This design comes from an exercise in tuning for small area on the open sky130 flow, not from production work.
Only simulation tests tie the RTL to the original design; equivalence was not proved.
Power and IR drop assume default switching activity.

// mips_wb_trace
module mips_wb_trace (
    input  logic        CK,
    input  logic        RESET,
    input  logic        IN_VALID,
    input  logic [4:0]  IN_ADDR,
    input  logic [31:0] IN_DATA,
    input  logic        IN_DONE,
    output logic        OUT_VALID,
    input  logic        OUT_READY,
    output logic [15:0] OUT_STAMP,
    output logic [4:0]  OUT_ADDR,
    output logic [31:0] OUT_DATA,
    input  logic [4:0]  SHADOW_RADDR,
    output logic [31:0] SHADOW_RDATA,
    output logic [4:0]  LEVEL,
    output logic [7:0]  DROP_CNT,
    output logic        FINISHED
);
    localparam int DEPTH = 16;
    localparam int EW    = 16 + 5 + 32;
    logic [15:0] stamp;
    logic [3:0]  wr_ptr;
    logic [3:0]  rd_ptr;
    logic [4:0]  level;
    logic [7:0]  drop_cnt;
    logic        done_latch;    
    logic        live;          
    logic [31:1] sh_valid;      
    logic push_req, push_req_h, full, pop, push_ok, hold_ok;
    assign push_req   = IN_VALID && !done_latch;
    assign push_req_h = IN_VALID && live;
    assign full       = level[4];
    assign pop        = OUT_VALID && OUT_READY;
    assign push_ok    = push_req && (!full || pop);
    assign hold_ok    = push_req_h && (!full || pop);
    always_ff @(posedge CK or negedge RESET) begin
        if (!RESET) begin
            stamp      <= '0;
            wr_ptr     <= '0;
            rd_ptr     <= '0;
            level      <= '0;
            drop_cnt   <= '0;
            done_latch <= 1'b0;
  ...
For scale: roughly 1900 flip-flops, ~150 I/O pins, ~0.065 mm^2 of cells after synthesis.
make LEC_CHECK=0 CAP_MARGIN=20 CORE_MARGIN=2 CORE_UTILIZATION=55 CTS_CLUSTER_DIAMETER=80 CTS_CLUSTER_SIZE=24 SLEW_MARGIN=20 SYNTH_HIERARCHICAL=1 SYNTH_MINIMUM_KEEP_SIZE=0 finish   # period 10.0 ns
run.sh (not shown) runs the stock make flow with config.mk's settings and CLKGATE_MAP_FILE= SYNTH_SCRIPT=/design/flow/synth_recipe.tcl, a recipe that flattens the netlist after the stock synthesis.
The baseline produced a clean layout.
Then changed:
==> flow/flow/run.sh (new file) <==
#!/bin/bash
# The standard layout (the standard.sh: standard synthesis, floorplan, power grid, tap
# cells, placement, CTS, routing) with two changes passed to ORFS as make variables:
#  - the port buffers are the smallest buffer (buf_1) instead of the resizer's default pick;
#  - CTS clusters the flip-flops as config.mk says and inserts no dummy loads.
# Each step's full output stays in orfs/logs/...; make's own output goes to standard_flow.log.
set -euo pipefail
CTS="-sink_clustering_enable -repair_clock_nets -sink_clustering_size 24 -sink_clustering_max_diameter 80 -dont_use_dummy_load"
bash standard.sh \
  "BUFFER_PORTS_ARGS=-buffer_cell sky130_fd_sc_hd__buf_1" \
  "CTS_ARGS=$CTS" \
  finish > standard_flow.log 2>&1
==> flow/standard.sh (new file) <==
#!/bin/bash
# synth_recipe.tcl (not shown) runs the flow's synth.tcl, then flattens the netlist and writes it again
# the make line also repeats each setting of config.mk as NAME=value (left out here)
make -C /OpenROAD-flow-scripts/flow DESIGN_CONFIG=/design/flow/config.mk WORK_HOME=/design/flow/orfs CLKGATE_MAP_FILE= SYNTH_SCRIPT=/design/flow/synth_recipe.tcl "${@:-finish}"
- CORE_UTILIZATION: 55 -> 62
removed: flow/run.sh
What happened: The changed run finished with timing, DRC and antenna clean. First-iteration DRC count is higher by 15%. Combinational power is lower by about 5%. Routed wire length is lower by 1.4%. Die area is lower by 11%. Synthesized area is unchanged. Sequential share of layout area is higher by 0.91 points. Global-route usage is higher by 4.4 points. Final area is lower by 1.7%. Worst setup slack is better by 0.84 ns.
Then changed:
==> flow/run.sh (new file) <==
#!/bin/bash
# synth_recipe.tcl (not shown) runs the flow's synth.tcl, then flattens the netlist and writes it again
# the make line also repeats each setting of config.mk as NAME=value (left out here)
make -C /OpenROAD-flow-scripts/flow DESIGN_CONFIG=/design/flow/config.mk WORK_HOME=/design/flow/orfs CLKGATE_MAP_FILE= SYNTH_SCRIPT=/design/flow/synth_recipe.tcl finish
- CORE_UTILIZATION: 62 -> 70
removed: flow/flow/run.sh
removed: flow/standard.sh
What happened: Setup slack loses 0.89 ns. Hold slack barely changes. Power went up by 1.3%. Final cell count went down by 3.1%. Utilization climbs by 9.3 points. Maximum frequency shrinks by 12%. Global-route usage grows by 4.7 points. Non-clock buffer count is lower by 44. Via count increases by 1.6%. Count of clock-buffer cells in the layout climbs by 23. Routed wire length came out lower by 1.8%.
Then changed:
==> flow/flow/run.sh (new file) <==
#!/bin/bash
# The standard layout (the standard.sh: standard synthesis, floorplan, power grid, tap
# cells, placement, CTS, routing) with two changes passed to ORFS as make variables:
#  - the port buffers are the smallest buffer (buf_1) instead of the resizer's default pick;
#  - CTS builds the tree from clkbuf_8, in clusters of at most 16 flip-flops within 70 um,
#    and inserts no dummy loads.
# Each step's full output stays in orfs/logs/...; make's own output goes to standard_flow.log.
set -euo pipefail
CTS="-sink_clustering_enable -repair_clock_nets -buf_list sky130_fd_sc_hd__clkbuf_8 -sink_clustering_size 16 -sink_clustering_max_diameter 70 -dont_use_dummy_load"
bash standard.sh \
  "BUFFER_PORTS_ARGS=-buffer_cell sky130_fd_sc_hd__buf_1" \
  "CTS_ARGS=$CTS" \
  finish > standard_flow.log 2>&1
==> flow/standard.sh (new file) <==
#!/bin/bash
# synth_recipe.tcl (not shown) runs the flow's synth.tcl, then flattens the netlist and writes it again
# the make line also repeats each setting of config.mk as NAME=value (left out here)
make -C /OpenROAD-flow-scripts/flow DESIGN_CONFIG=/design/flow/config.mk WORK_HOME=/design/flow/orfs CLKGATE_MAP_FILE= SYNTH_SCRIPT=/design/flow/synth_recipe.tcl "${@:-finish}"
- CORE_UTILIZATION: 70 -> 62
- CTS_BUF_LIST: unset -> sky130_fd_sc_hd__clkbuf_8
- CTS_CLUSTER_DIAMETER: 80 -> 70
- CTS_CLUSTER_SIZE: 24 -> 16
removed: flow/run.sh
=> Via count is lower by 1.1%. Worst setup slack improves by 0.82 ns. Worst hold slack is about the same.

[re-timing with driven ports]
No port has a modelled driver above. Below, the same layouts with a new extraction and two added sets of constraints. Step 1, drivers: a clkbuf_16 drives CK and a buf_2 each remaining input, both assumed. Step 2 moves the port delays by t, midway between the first and last clock arrival at a register: inputs arrive t later, outputs are due t later. That takes back most of the time a late clock gives input paths. Slacks: ideal ports / drivers / drivers and shift; pairs: ideal ports / drivers.
run | t (ns) | setup WS [ns] | worst setup path at the end | pins driven straight from the clock port
the first run | 0.806 | 2.356 / 2.290 / 2.290 | input to output | 1
the second run | 0.776 | 3.201 / 3.172 / 3.172 | input to output | 1
the third run | 0.788 | 2.308 / 2.263 / 2.263 | input to output | 1
the fourth run | 0.944 | 3.127 / 3.098 / 3.098 | input to output | 1
After both steps setup and hold are still met in every run listed. For the first run, which loses most, drivers alone change the setup slack by -0.066 ns; drivers and shift together by -0.066 ns.
